What follows belongs to an exercise in optimizing a design on an open flow for small area, a short achievable clock period and few clock cycles; a production flow would make more cautious choices.
The RTL was checked by simulation tests, not by an equivalence proof against the original design.
Power figures rest on the tool's default switching activity, not on a simulated workload.

==> design/flow/design.v <==
package csp_pkg;
	localparam int unsigned PATH_MAX_DEF  = 65536;
	localparam int unsigned FRAC_BITS_DEF = 16;
	localparam int unsigned COORD_W = 32;
	localparam int unsigned IDX_W   = 16;
	localparam int unsigned MAG_W   = COORD_W + 1;    
	localparam int unsigned PROD_W  = 2 * MAG_W;      
	localparam int unsigned ACC_W   = PROD_W + 1;     
	typedef enum logic [1:0] {
		ACT_QUERY = 2'd0,
		ACT_POINT = 2'd1,
		ACT_END   = 2'd2
	} csp_action_t;
	typedef enum logic [3:0] {
		ST_IDLE,
		ST_PT_MX,
		ST_PT_MY,
		ST_PT_UPD,
		ST_E_DIFF,
		ST_E_M0,
		ST_E_M1,
		ST_E_M2,
		ST_E_M3,
		ST_E_NUM,
		ST_E_DIV,
		ST_E_USAT,
		ST_E_P0,
		ST_E_P1,
		ST_E_P2,
		ST_E_FIN
	} csp_state_t;
	typedef struct packed {
		logic [1:0]                action;
		logic signed [COORD_W-1:0] px;
		logic signed [COORD_W-1:0] py;
	} in_item_t;
	typedef struct packed {
		logic                      empty_error;
		logic [IDX_W-1:0]          closest_index;
		logic [IDX_W-1:0]          neighbour_index;
		logic signed [COORD_W-1:0] closest_x;
		logic signed [COORD_W-1:0] closest_y;
		logic signed [COORD_W-1:0] neighbour_x;
		logic signed [COORD_W-1:0] neighbour_y;
		logic signed [COORD_W-1:0] ratio_u;
		logic signed [COORD_W-1:0] projected_x;
		logic signed [COORD_W-1:0] projected_y;
	} out_item_t;
	typedef struct packed {
		logic             en;
		logic [MAG_W-1:0] a;
		logic [MAG_W-1:0] b;
		logic             neg;
	} mul_op_t;
	function automatic logic [MAG_W-1:0] mag33(input logic signed [MAG_W-1:0] v);
		logic [MAG_W-1:0] r;
		r = v[MAG_W-1] ? (MAG_W)'(-v) : (MAG_W)'(v);
		mag33 = r;
	endfunction
	function automatic logic signed [COORD_W-1:0] sat32(input logic signed [ACC_W-1:0] v);
		logic signed [COORD_W-1:0] r;
		if (v > $signed({{(ACC_W-32){1'b0}}, 32'h7FFF_FFFF})) begin
			r = 32'sh7FFF_FFFF;
		end else if (v < $signed({{(ACC_W-32){1'b1}}, 32'h8000_0000})) begin
			r = 32'sh8000_0000;
		end else begin
			r = (COORD_W)'(v);
		end
		sat32 = r;
	endfunction
endpackage
module csp_mul (
	input  logic                          clk,
	input  csp_pkg::mul_op_t              op,
	output logic [csp_pkg::PROD_W-1:0]    prod,
	output logic                          prod_neg
);
	logic [csp_pkg::PROD_W-1:0] prod_q;
	logic              neg_q;
	always_ff @(posedge clk) begin
		if (op.en) begin
			prod_q <= (csp_pkg::PROD_W)'(op.a) * (csp_pkg::PROD_W)'(op.b);
			neg_q  <= op.neg;
		end
	end
	assign prod     = prod_q;
	assign prod_neg = neg_q;
endmodule
module closest_segment_projector #(
	parameter int unsigned PATH_MAX      = csp_pkg::PATH_MAX_DEF,
	parameter int unsigned FRACTION_BITS = csp_pkg::FRAC_BITS_DEF
) (
	input  logic               clk,
	input  logic               arst_n,
	input  logic               item_valid,
	output logic               item_stall,
	input  csp_pkg::in_item_t  item,
	output logic               result_valid,
	input  logic               result_stall,
	output csp_pkg::out_item_t result
);
	localparam int unsigned CNT_W      = $clog2(PATH_MAX + 1);
	localparam int unsigned NUM_W      = csp_pkg::PROD_W + FRACTION_BITS + 1;
	localparam int unsigned DCNT_W     = $clog2(NUM_W + 1);
	localparam logic [csp_pkg::PROD_W-1:0] RND_HALF = (csp_pkg::PROD_W)'(1) << (FRACTION_BITS - 1);
	localparam logic [csp_pkg::COORD_W-1:0] U_ONE   = (csp_pkg::COORD_W)'(1) << FRACTION_BITS;
	csp_pkg::csp_state_t state_q, state_d;
	logic [CNT_W-1:0]          count_q;
	logic                      min_found_q;
	logic signed [csp_pkg::COORD_W-1:0] qx_q, qy_q;
	logic                      result_valid_q;
	logic signed [csp_pkg::COORD_W-1:0] in_x_q, in_y_q;
	logic signed [csp_pkg::COORD_W-1:0] last0_x_q, last0_y_q, last1_x_q, last1_y_q;
	logic [csp_pkg::PROD_W-1:0]         last0_d_q, last1_d_q;
	logic signed [csp_pkg::COORD_W-1:0] best_x_q, best_y_q, pair_x_q, pair_y_q;
	logic [csp_pkg::IDX_W-1:0]          best_idx_q, pair_idx_q;
	logic signed [csp_pkg::MAG_W-1:0]   dx_q, dy_q, ex_q, ey_q;
	logic signed [csp_pkg::ACC_W-1:0]   acc_q;
	logic [csp_pkg::PROD_W-1:0]         den_q;
	logic [NUM_W-1:0]          div_num_q;
	logic [csp_pkg::PROD_W-1:0]         rem_q;
	logic [csp_pkg::MAG_W-1:0]          quo_q;
	logic                      quo_ovf_q;
	logic                      num_neg_q;
	logic [DCNT_W-1:0]         div_cnt_q;
	logic signed [csp_pkg::COORD_W-1:0] u_q, proj_x_q, proj_y_q;
	logic                      empty_q;
	csp_pkg::out_item_t                 result_q;
	csp_pkg::mul_op_t           mul_op;
	logic [csp_pkg::PROD_W-1:0] prod;
	logic              prod_neg;
	csp_mul u_mul (
		.clk      (clk),
		.op       (mul_op),
		.prod     (prod),
		.prod_neg (prod_neg)
	);
	logic item_xfer, result_load;
	assign item_xfer = item_valid && !item_stall;
	logic signed [csp_pkg::ACC_W-1:0]   prod_s;
	logic [csp_pkg::PROD_W-1:0]         pt_dist;
	logic [CNT_W-1:0]          km1, km2;
	logic signed [csp_pkg::ACC_W-1:0]   num_sum;
	logic [csp_pkg::PROD_W-1:0]         num_mag;
	logic [csp_pkg::ACC_W-1:0]          rem_try, rem_diff;
	logic                      rem_ge;
	logic [csp_pkg::PROD_W-1:0]         rnd;
	logic [csp_pkg::PROD_W-1:0]         rnd_sh;
	logic signed [csp_pkg::ACC_W-1:0]   proj_base;
	logic signed [csp_pkg::ACC_W-1:0]   proj_sum;
	logic                      pos_big, neg_big;
	logic signed [csp_pkg::COORD_W-1:0] u_sat;
	always_comb begin
		prod_s   = prod_neg ? -$signed({1'b0, prod}) : $signed({1'b0, prod});
		pt_dist  = acc_q[csp_pkg::PROD_W-1:0] + prod;
		km1      = count_q - (CNT_W)'(1);
		km2      = count_q - (CNT_W)'(2);
		num_sum  = acc_q + prod_s;
		num_mag  = num_sum[csp_pkg::ACC_W-1] ? (csp_pkg::PROD_W)'(-num_sum) : (csp_pkg::PROD_W)'(num_sum);
		rem_try  = {rem_q, div_num_q[NUM_W-1]};
		rem_diff = rem_try - {1'b0, den_q};
		rem_ge   = rem_try >= {1'b0, den_q};
		rnd      = prod + RND_HALF;
		rnd_sh   = rnd >> FRACTION_BITS;
		proj_base = (state_q == csp_pkg::ST_E_P1) ? (csp_pkg::ACC_W)'(best_x_q) : (csp_pkg::ACC_W)'(best_y_q);
		proj_sum  = prod_neg ? proj_base - $signed({1'b0, rnd_sh})
		                     : proj_base + $signed({1'b0, rnd_sh});
		pos_big  = quo_ovf_q || (quo_q > (csp_pkg::MAG_W)'(33'h0_7FFF_FFFF));
		neg_big  = quo_ovf_q || (quo_q > (csp_pkg::MAG_W)'(33'h0_8000_0000));
		if (num_neg_q) begin
			u_sat = neg_big ? 32'sh8000_0000 : (csp_pkg::COORD_W)'(-quo_q);
		end else begin
			u_sat = pos_big ? 32'sh7FFF_FFFF : (csp_pkg::COORD_W)'(quo_q);
		end
	end
	always_comb begin
		state_d = state_q;
		case (state_q)
			csp_pkg::ST_IDLE: begin
				if (item_xfer) begin
					case (item.action)
						csp_pkg::ACT_POINT: begin
							if (count_q < (CNT_W)'(PATH_MAX)) state_d = csp_pkg::ST_PT_MX;
						end
						csp_pkg::ACT_END: begin
							state_d = (count_q == '0) ? csp_pkg::ST_E_FIN : csp_pkg::ST_E_DIFF;
						end
						default: state_d = csp_pkg::ST_IDLE;
					endcase
				end
			end
			csp_pkg::ST_PT_MX:  state_d = csp_pkg::ST_PT_MY;
			csp_pkg::ST_PT_MY:  state_d = csp_pkg::ST_PT_UPD;
			csp_pkg::ST_PT_UPD: state_d = csp_pkg::ST_IDLE;
			csp_pkg::ST_E_DIFF: state_d = csp_pkg::ST_E_M0;
			csp_pkg::ST_E_M0:   state_d = csp_pkg::ST_E_M1;
			csp_pkg::ST_E_M1:   state_d = csp_pkg::ST_E_M2;
			csp_pkg::ST_E_M2:   state_d = csp_pkg::ST_E_M3;
			csp_pkg::ST_E_M3:   state_d = csp_pkg::ST_E_NUM;
			csp_pkg::ST_E_NUM:  state_d = (den_q == '0) ? csp_pkg::ST_E_P0 : csp_pkg::ST_E_DIV;
			csp_pkg::ST_E_DIV:  state_d = (div_cnt_q == (DCNT_W)'(1)) ? csp_pkg::ST_E_USAT : csp_pkg::ST_E_DIV;
			csp_pkg::ST_E_USAT: state_d = csp_pkg::ST_E_P0;
			csp_pkg::ST_E_P0:   state_d = csp_pkg::ST_E_P1;
			csp_pkg::ST_E_P1:   state_d = csp_pkg::ST_E_P2;
			csp_pkg::ST_E_P2:   state_d = csp_pkg::ST_E_FIN;
			csp_pkg::ST_E_FIN:  state_d = result_load ? csp_pkg::ST_IDLE : csp_pkg::ST_E_FIN;
			default:   state_d = csp_pkg::ST_IDLE;
		endcase
	end
	always_comb begin
		item_stall  = (state_q != csp_pkg::ST_IDLE);
		result_load = (state_q == csp_pkg::ST_E_FIN) && (!result_valid_q || !result_stall);
		mul_op      = '0;
		case (state_q)
			csp_pkg::ST_PT_MX: begin
				mul_op.en = 1'b1;
				mul_op.a  = csp_pkg::mag33((csp_pkg::MAG_W)'(in_x_q) - (csp_pkg::MAG_W)'(qx_q));
				mul_op.b  = mul_op.a;
			end
			csp_pkg::ST_PT_MY: begin
				mul_op.en = 1'b1;
				mul_op.a  = csp_pkg::mag33((csp_pkg::MAG_W)'(in_y_q) - (csp_pkg::MAG_W)'(qy_q));
				mul_op.b  = mul_op.a;
			end
			csp_pkg::ST_E_M0: begin
				mul_op.en = 1'b1;
				mul_op.a  = csp_pkg::mag33(dx_q);
				mul_op.b  = mul_op.a;
			end
			csp_pkg::ST_E_M1: begin
				mul_op.en = 1'b1;
				mul_op.a  = csp_pkg::mag33(dy_q);
				mul_op.b  = mul_op.a;
			end
			csp_pkg::ST_E_M2: begin
				mul_op.en  = 1'b1;
				mul_op.a   = csp_pkg::mag33(ex_q);
				mul_op.b   = csp_pkg::mag33(dx_q);
				mul_op.neg = ex_q[csp_pkg::MAG_W-1] ^ dx_q[csp_pkg::MAG_W-1];
			end
			csp_pkg::ST_E_M3: begin
				mul_op.en  = 1'b1;
				mul_op.a   = csp_pkg::mag33(ey_q);
				mul_op.b   = csp_pkg::mag33(dy_q);
				mul_op.neg = ey_q[csp_pkg::MAG_W-1] ^ dy_q[csp_pkg::MAG_W-1];
			end
			csp_pkg::ST_E_P0: begin
				mul_op.en  = 1'b1;
				mul_op.a   = csp_pkg::mag33((csp_pkg::MAG_W)'(u_q));
				mul_op.b   = csp_pkg::mag33(dx_q);
				mul_op.neg = u_q[csp_pkg::COORD_W-1] ^ dx_q[csp_pkg::MAG_W-1];
			end
			csp_pkg::ST_E_P1: begin
				mul_op.en  = 1'b1;
				mul_op.a   = csp_pkg::mag33((csp_pkg::MAG_W)'(u_q));
				mul_op.b   = csp_pkg::mag33(dy_q);
				mul_op.neg = u_q[csp_pkg::COORD_W-1] ^ dy_q[csp_pkg::MAG_W-1];
			end
			default: mul_op = '0;
		endcase
	end
	always_ff @(posedge clk or negedge arst_n) begin
		if (!arst_n) begin
			state_q        <= csp_pkg::ST_IDLE;
			count_q        <= '0;
			min_found_q    <= 1'b0;
			qx_q           <= '0;
			qy_q           <= '0;
			result_valid_q <= 1'b0;
		end else begin
			state_q <= state_d;
			if (item_xfer && item.action == csp_pkg::ACT_QUERY) begin
				qx_q <= item.px;
				qy_q <= item.py;
			end
			if (state_q == csp_pkg::ST_PT_UPD) begin
				count_q <= count_q + (CNT_W)'(1);
				if (!min_found_q && count_q != '0 && pt_dist > last0_d_q) min_found_q <= 1'b1;
			end
			if (result_load) begin
				count_q     <= '0;
				min_found_q <= 1'b0;
			end
			if (result_load) begin
				result_valid_q <= 1'b1;
			end else if (result_valid_q && !result_stall) begin
				result_valid_q <= 1'b0;
			end
		end
	end
	always_ff @(posedge clk) begin
		if (item_xfer && item.action == csp_pkg::ACT_POINT) begin
			in_x_q <= item.px;
			in_y_q <= item.py;
		end
		if (state_q == csp_pkg::ST_PT_MY) acc_q <= $signed({1'b0, prod});
		if (state_q == csp_pkg::ST_PT_UPD) begin
			if (!min_found_q && count_q != '0 && pt_dist > last0_d_q) begin
				best_x_q   <= last0_x_q;
				best_y_q   <= last0_y_q;
				best_idx_q <= (csp_pkg::IDX_W)'(km1);
				if (count_q >= (CNT_W)'(2) && last1_d_q < pt_dist) begin
					pair_x_q   <= last1_x_q;
					pair_y_q   <= last1_y_q;
					pair_idx_q <= (csp_pkg::IDX_W)'(km2);
				end else begin
					pair_x_q   <= in_x_q;
					pair_y_q   <= in_y_q;
					pair_idx_q <= (csp_pkg::IDX_W)'(count_q);
				end
			end
			last1_x_q <= last0_x_q;
			last1_y_q <= last0_y_q;
			last1_d_q <= last0_d_q;
			last0_x_q <= in_x_q;
			last0_y_q <= in_y_q;
			last0_d_q <= pt_dist;
		end
		if (item_xfer && item.action == csp_pkg::ACT_END) begin
			empty_q <= (count_q == '0);
			if (!min_found_q) begin
				best_x_q   <= last0_x_q;
				best_y_q   <= last0_y_q;
				best_idx_q <= (csp_pkg::IDX_W)'(km1);
				if (count_q >= (CNT_W)'(2)) begin
					pair_x_q   <= last1_x_q;
					pair_y_q   <= last1_y_q;
					pair_idx_q <= (csp_pkg::IDX_W)'(km2);
				end else begin
					pair_x_q   <= last0_x_q;
					pair_y_q   <= last0_y_q;
					pair_idx_q <= (csp_pkg::IDX_W)'(km1);
				end
			end
		end
		if (state_q == csp_pkg::ST_E_DIFF) begin
			dx_q <= (csp_pkg::MAG_W)'(pair_x_q) - (csp_pkg::MAG_W)'(best_x_q);
			dy_q <= (csp_pkg::MAG_W)'(pair_y_q) - (csp_pkg::MAG_W)'(best_y_q);
			ex_q <= (csp_pkg::MAG_W)'(qx_q) - (csp_pkg::MAG_W)'(best_x_q);
			ey_q <= (csp_pkg::MAG_W)'(qy_q) - (csp_pkg::MAG_W)'(best_y_q);
		end
		if (state_q == csp_pkg::ST_E_M1) acc_q <= $signed({1'b0, prod});
		if (state_q == csp_pkg::ST_E_M2) den_q <= acc_q[csp_pkg::PROD_W-1:0] + prod;
		if (state_q == csp_pkg::ST_E_M3) acc_q <= prod_s;
		if (state_q == csp_pkg::ST_E_NUM) begin
			num_neg_q <= num_sum[csp_pkg::ACC_W-1];
			div_num_q <= {1'b0, num_mag, {FRACTION_BITS{1'b0}}} + (NUM_W)'(den_q >> 1);
			rem_q     <= '0;
			quo_q     <= '0;
			quo_ovf_q <= 1'b0;
			div_cnt_q <= (DCNT_W)'(NUM_W);
			if (den_q == '0) u_q <= U_ONE;
		end
		if (state_q == csp_pkg::ST_E_DIV) begin
			rem_q     <= rem_ge ? rem_diff[csp_pkg::PROD_W-1:0] : rem_try[csp_pkg::PROD_W-1:0];
			div_num_q <= div_num_q << 1;
			quo_q     <= {quo_q[csp_pkg::MAG_W-2:0], rem_ge};
			quo_ovf_q <= quo_ovf_q | quo_q[csp_pkg::MAG_W-1];
			div_cnt_q <= div_cnt_q - (DCNT_W)'(1);
		end
		if (state_q == csp_pkg::ST_E_USAT) u_q <= u_sat;
		if (state_q == csp_pkg::ST_E_P1) proj_x_q <= csp_pkg::sat32(proj_sum);
		if (state_q == csp_pkg::ST_E_P2) proj_y_q <= csp_pkg::sat32(proj_sum);
		if (result_load) begin
			if (empty_q) begin
				result_q             <= '0;
				result_q.empty_error <= 1'b1;
			end else begin
				result_q.empty_error     <= 1'b0;
				result_q.closest_index   <= best_idx_q;
				result_q.neighbour_index <= pair_idx_q;
				result_q.closest_x       <= best_x_q;
				result_q.closest_y       <= best_y_q;
				result_q.neighbour_x     <= pair_x_q;
				result_q.neighbour_y     <= pair_y_q;
				result_q.ratio_u         <= u_q;
				result_q.projected_x     <= proj_x_q;
				result_q.projected_y     <= proj_y_q;
			end
		end
	end
	assign result_valid = result_valid_q;
	assign result       = result_q;
endmodule
module csp_top (
	input  logic        clk,
	input  logic        arst_n,
	input  logic        item_valid,
	output logic        item_stall,
	input  logic [1:0]  item_action,
	input  logic [31:0] item_px,
	input  logic [31:0] item_py,
	output logic        result_valid,
	input  logic        result_stall,
	output logic        result_empty_error,
	output logic [15:0] result_closest_index,
	output logic [15:0] result_neighbour_index,
	output logic [31:0] result_closest_x,
	output logic [31:0] result_closest_y,
	output logic [31:0] result_neighbour_x,
	output logic [31:0] result_neighbour_y,
	output logic [31:0] result_ratio_u,
	output logic [31:0] result_projected_x,
	output logic [31:0] result_projected_y
);
	csp_pkg::in_item_t  item;
	csp_pkg::out_item_t result;
	assign item.action = item_action;
	assign item.px     = item_px;
	assign item.py     = item_py;
	closest_segment_projector u_csp (
		.clk          (clk),
		.arst_n       (arst_n),
		.item_valid   (item_valid),
		.item_stall   (item_stall),
		.item         (item),
		.result_valid (result_valid),
		.result_stall (result_stall),
		.result       (result)
	);
	assign result_empty_error     = result.empty_error;
	assign result_closest_index   = result.closest_index;
	assign result_neighbour_index = result.neighbour_index;
	assign result_closest_x       = result.closest_x;
	assign result_closest_y       = result.closest_y;
	assign result_neighbour_x     = result.neighbour_x;
	assign result_neighbour_y     = result.neighbour_y;
	assign result_ratio_u         = result.ratio_u;
	assign result_projected_x     = result.projected_x;
	assign result_projected_y     = result.projected_y;
endmodule
==> design/flow/run.sh <==
#!/bin/bash
# synth_recipe.tcl (not shown) runs the flow's synth.tcl, then flattens the netlist and writes it again
# the make line also repeats each setting of config.mk as NAME=value (left out here)
make -C /OpenROAD-flow-scripts/flow DESIGN_CONFIG=/design/flow/config.mk WORK_HOME=/design/flow/orfs CLKGATE_MAP_FILE= SYNTH_SCRIPT=/design/flow/synth_recipe.tcl finish
==> design/flow/config.mk <==
export PLATFORM = sky130hd
export DESIGN_NAME = csp_top
export DESIGN_NICKNAME = csp_top
export VERILOG_FILES = /design/flow/design.v
export SDC_FILE = /design/flow/constraint.sdc
export NUM_CORES = 4
export LEC_CHECK = 0
export CAP_MARGIN = 20
export CORE_MARGIN = 2
export CORE_UTILIZATION = 40
export SLEW_MARGIN = 20
==> design/flow/constraint.sdc <==
create_clock -name core_clock -period 14.0 [get_ports {clk}]
set_input_delay 2.8000 -clock core_clock [delete_from_list [all_inputs] [get_ports {clk}]]
set_output_delay 2.8000 -clock core_clock [all_outputs]
set_load 0.01 [all_outputs]
==> summary.txt <==
Max clock buf depth: 4
EDFF count, synth: 1200
Worst EP required: 14.58 ns
Mapped Cells: 13900
Initial Util: 40.2%
Max Fclk: 0.0747 GHz
Sequential area share after synthesis: 31.8%
Synth-to-Final Area Change: 11.7%
First-pass GRT wire length: 679 mm
Largest net degree at the start of global routing: 138
Nets: 16084
Critical path launch point type: flip-flop
GRT overflow: 0
H-Tree Depth: 4
Hold crit path type: reg -> reg
Rel. slew slack: 14.2%
P_sw: 1.96 mW
Core Area: 324000 um2
Die X: 574 um
Die span in y: 574 um
Final Skew: 0.109 ns
Max-cap violations: 0
Clock Latency Late Sink: 0.92 ns
Share of cells above drive strength 1: 6.39%
Critical path endpoint category: flip-flop
GR Util met2: 43.4%
Reg clk slew, reported paths: 0.06 ns
CTS Sinks: 1448
Predominant post-synthesis flop cell: edfxtp_1
Status: timing/DRC/antenna clean
Most frequent cells in the layout: 1619 x inv_1, 1469 x nand2_1, 1200 x edfxtp_1
Placer Congestion: 1.04
Via count: 105065
Yosys reg bits: 1448
Rows: 209
Placed cell areas: 139000 um2
Hold buffer count at cts: 0
Slew @ Worst Pin: 1.28 ns
Netlist cell types: 96
Maximum fanout along the worst path: 11
Combinational cell fraction of total power: 0.4%
Crit-path max cell delay: 0.75 ns
GR Util met3: 4.87%
Final HPWL DP: 368 mm
Initial DRT Pass Iterations: 23
Initial DRC Count: 10655
Internal: 7.32 mW
Worst setup path class: reg -> reg
Post-route DRC: 0
Synthesis Warnings: 2
Switch share: 21.1%
GRT Util Overall: 27.6%
Leakage power: 60.1 nW
WL/cell: 24.9 um
Most Used Layer, Global Route: met2
Met1 Usage GRT: 35.8%
RSZ-0062 raised after global routing: no
Setup-failing EPs final: 0
Critical path's slowest cell: fa_1
Final Max Tran Viols: 0
Area of the multi-input gates: 80800 um2
Synthesized area per cell: 9.36 um2
Tmin final: 13.39 ns
Antenna-violating nets left: 0
Most common cell after layout, fill and taps aside: inv_1
Seq pwr share: 49.6%
Vias in the first global route: 101447
Critical path arrival: 13.97 ns
Cell Area, Synth: 130000 um2
Clock power frac: 50.0%
Final WL: 464 mm
Power, Total: 9.28 mW
CTS buffer count: 168
Pwr/cell area: 63.8 nW/um2
Top Ports: 329
IO Port Bufs: 328
Vias per inst: 5.65
# fillers: 31228
Initial antenna violation count: 24
Sequential Area: 41400 um2
Die ar.: 330000 um2
Period utilisation layout: 95.6%
Design Area, Final: 145000 um2
CTS tree: yes
Root Buffer: clkbuf_16
Post-Syn Nets: 15863
FFs w/ async S/R, synth: 6.01%
Crit-path most repeated cell: fa_1
Fin. Hold Viols: 0
Worst vdd ir: 0.0000940 V
Setup TNS: 0 ns
power groups by stage:
stage | Clock, mW | Combinational, mW | Sequential, mW
finish | 4.64 | 0.0368 | 4.60
global route | 4.88 | 0.0382 | 4.60
CTS | 4.73 | 0.0370 | 4.60
detailed placement | 0 | 0.0368 | 4.69
global placement | 0 | 0.0368 | 4.69
floorplan | 0 | 0.00113 | 4.69
registers in the layout (all words and copies together) (netlist names), 33 cells and up:
| name | cells |
|---|---|
| u_csp.acc_q | 67 |
| u_csp.den_q | 66 |
| u_csp.div_num_q | 83 |
| u_csp.dx_q | 33 |
| u_csp.dy_q | 33 |
| u_csp.ex_q | 33 |
| u_csp.ey_q | 33 |
| u_csp.last0_d_q | 66 |
| u_csp.last1_d_q | 66 |
| u_csp.quo_q | 33 |
| u_csp.rem_q | 66 |
| u_csp.result_q | 257 |
| u_csp.u_mul.prod_q | 66 |
worst max-delay path: cells and delay by family (launching register included):
kind	cells	cell delay, ns
xor+xnor	3	0.76
simple gates	8	1.36
buf+inv	8	1.27
flops	1	0.40
fa+ha+maj	11	5.30
compound gates	15	3.93
cells in the mapped netlist, drive strengths merged, types with 79 or more instances:
cell,count,area [um2]
nor2b,300,1880
ha,924,11600
inv,1621,6080
o22ai,87,544
o21ai,703,3520
nand2b,135,845
a211oi,79,593
or3,157,1040
nand3,218,1090
o31ai,111,833
xnor2,635,5560
xor2,409,3580
clkbuf,563,2110
nor3,218,1100
and2,164,1030
a21o,283,2120
nor2,1084,4070
dfxtp,161,3220
o21a,104,781
fa,969,19400
dfrtp,87,2180
a21oi,692,3470
a31oi,154,963
edfxtp,1200,36000
mux2i,132,1320
and3,115,719
nand4,109,682
nand2,1484,5570
layer usage:
metal	share of wire, %	vias up
li1	-	48112
met1	41	51786
met2	45	4215
met3	7.7	950
met4	6.7	2
met5	0.0026	-
through the flow:
step / setup slack (ns) / hold slack (ns) / utilization, % / std cells
floorplan: 0.306 / 0.426 / - / 13900
global placement: 0.664 / 0.429 / 43.0 / 18273
detailed placement: 0.599 / 0.432 / 43.0 / 18273
CTS: 0.471 / 0.445 / 44.8 / 18583
global route: 0.00315 / 0.450 / 44.9 / 18599
finish: 0.612 / 0.443 / 44.9 / 18606
timing repair:
item / in CTS / in global routing
resized for setup: 0 / 46
hold endpoints to repair: 0 / 0
buffers inserted: 0 / 2
setup endpoints to repair: 0 / 16
kinds of logic (layout without fill, tap and decap cells):
logic type,Yosys count,count (layout),synth area share [%]
flip-flops,1448,1448,31.8
XOR/XNOR,1044,1044,7.03
adder cells (fa/ha/maj),1893,1893,23.8
multiplexers,207,207,1.66
AND/OR/NAND/NOR,4329,4329,15.8
buffers and inverters,2224,2585,6.42
AO/OA/AOI/OAI,2755,2755,13.5
other,0,20,0
worst paths after layout:
path	from	endpoint	slack (ns)	cells after the start
worst min register to register	u_csp.last0_d_q[6]	u_csp.last1_d_q[6]	0.44	0
min in group asynchronous	arst_n	u_csp.qy_q[0]	1.90	1
worst max-delay path	u_csp.in_x_q[0]	u_csp.u_mul.prod_q[65]	0.61	45
max in group asynchronous	arst_n	u_csp.qx_q[21]	10.72	2
worst min-delay path	u_csp.last0_d_q[6]	u_csp.last1_d_q[6]	0.44	0
worst max register to register	u_csp.in_x_q[0]	u_csp.u_mul.prod_q[65]	0.61	45
cell type report:
class,instances,area share (%)
timing repair buffer,653,4.05
clock inverter,91,0.744
multi-input combinational,10228,55.6
inverter,1622,4.19
clock buffer,219,3.18
sequential,1448,28.5
antenna,20,0.0344
tap,4325,3.72
Testbench counts, summed over its fixed seeds: cycles 61,537.

-- separate check: timing with driven ports --
The results above use ideal ports. As a check the final layout listed here was re-extracted and re-timed, cells and wires unchanged. Step 1: set_driving_cell puts a clkbuf_16 on clk and a buf_2 on each other input, an assumption about the parent block. Step 2 also shifts input and output timing later by t, the mid clock arrival at the registers, as if the neighbouring blocks saw the same clock. a / b / c = ideal ports / drivers / drivers and shift; a / b = the first two.
t, ns: 0.968
setup WS [ns]: 0.612 / 0.612 / 0.612
worst register clock-pin slew, ns: 0.07 / 0.07
After both steps this run still meets setup and hold. For this run, drivers alone change the setup slack by 0.000 ns; drivers and shift together by 0.000 ns.
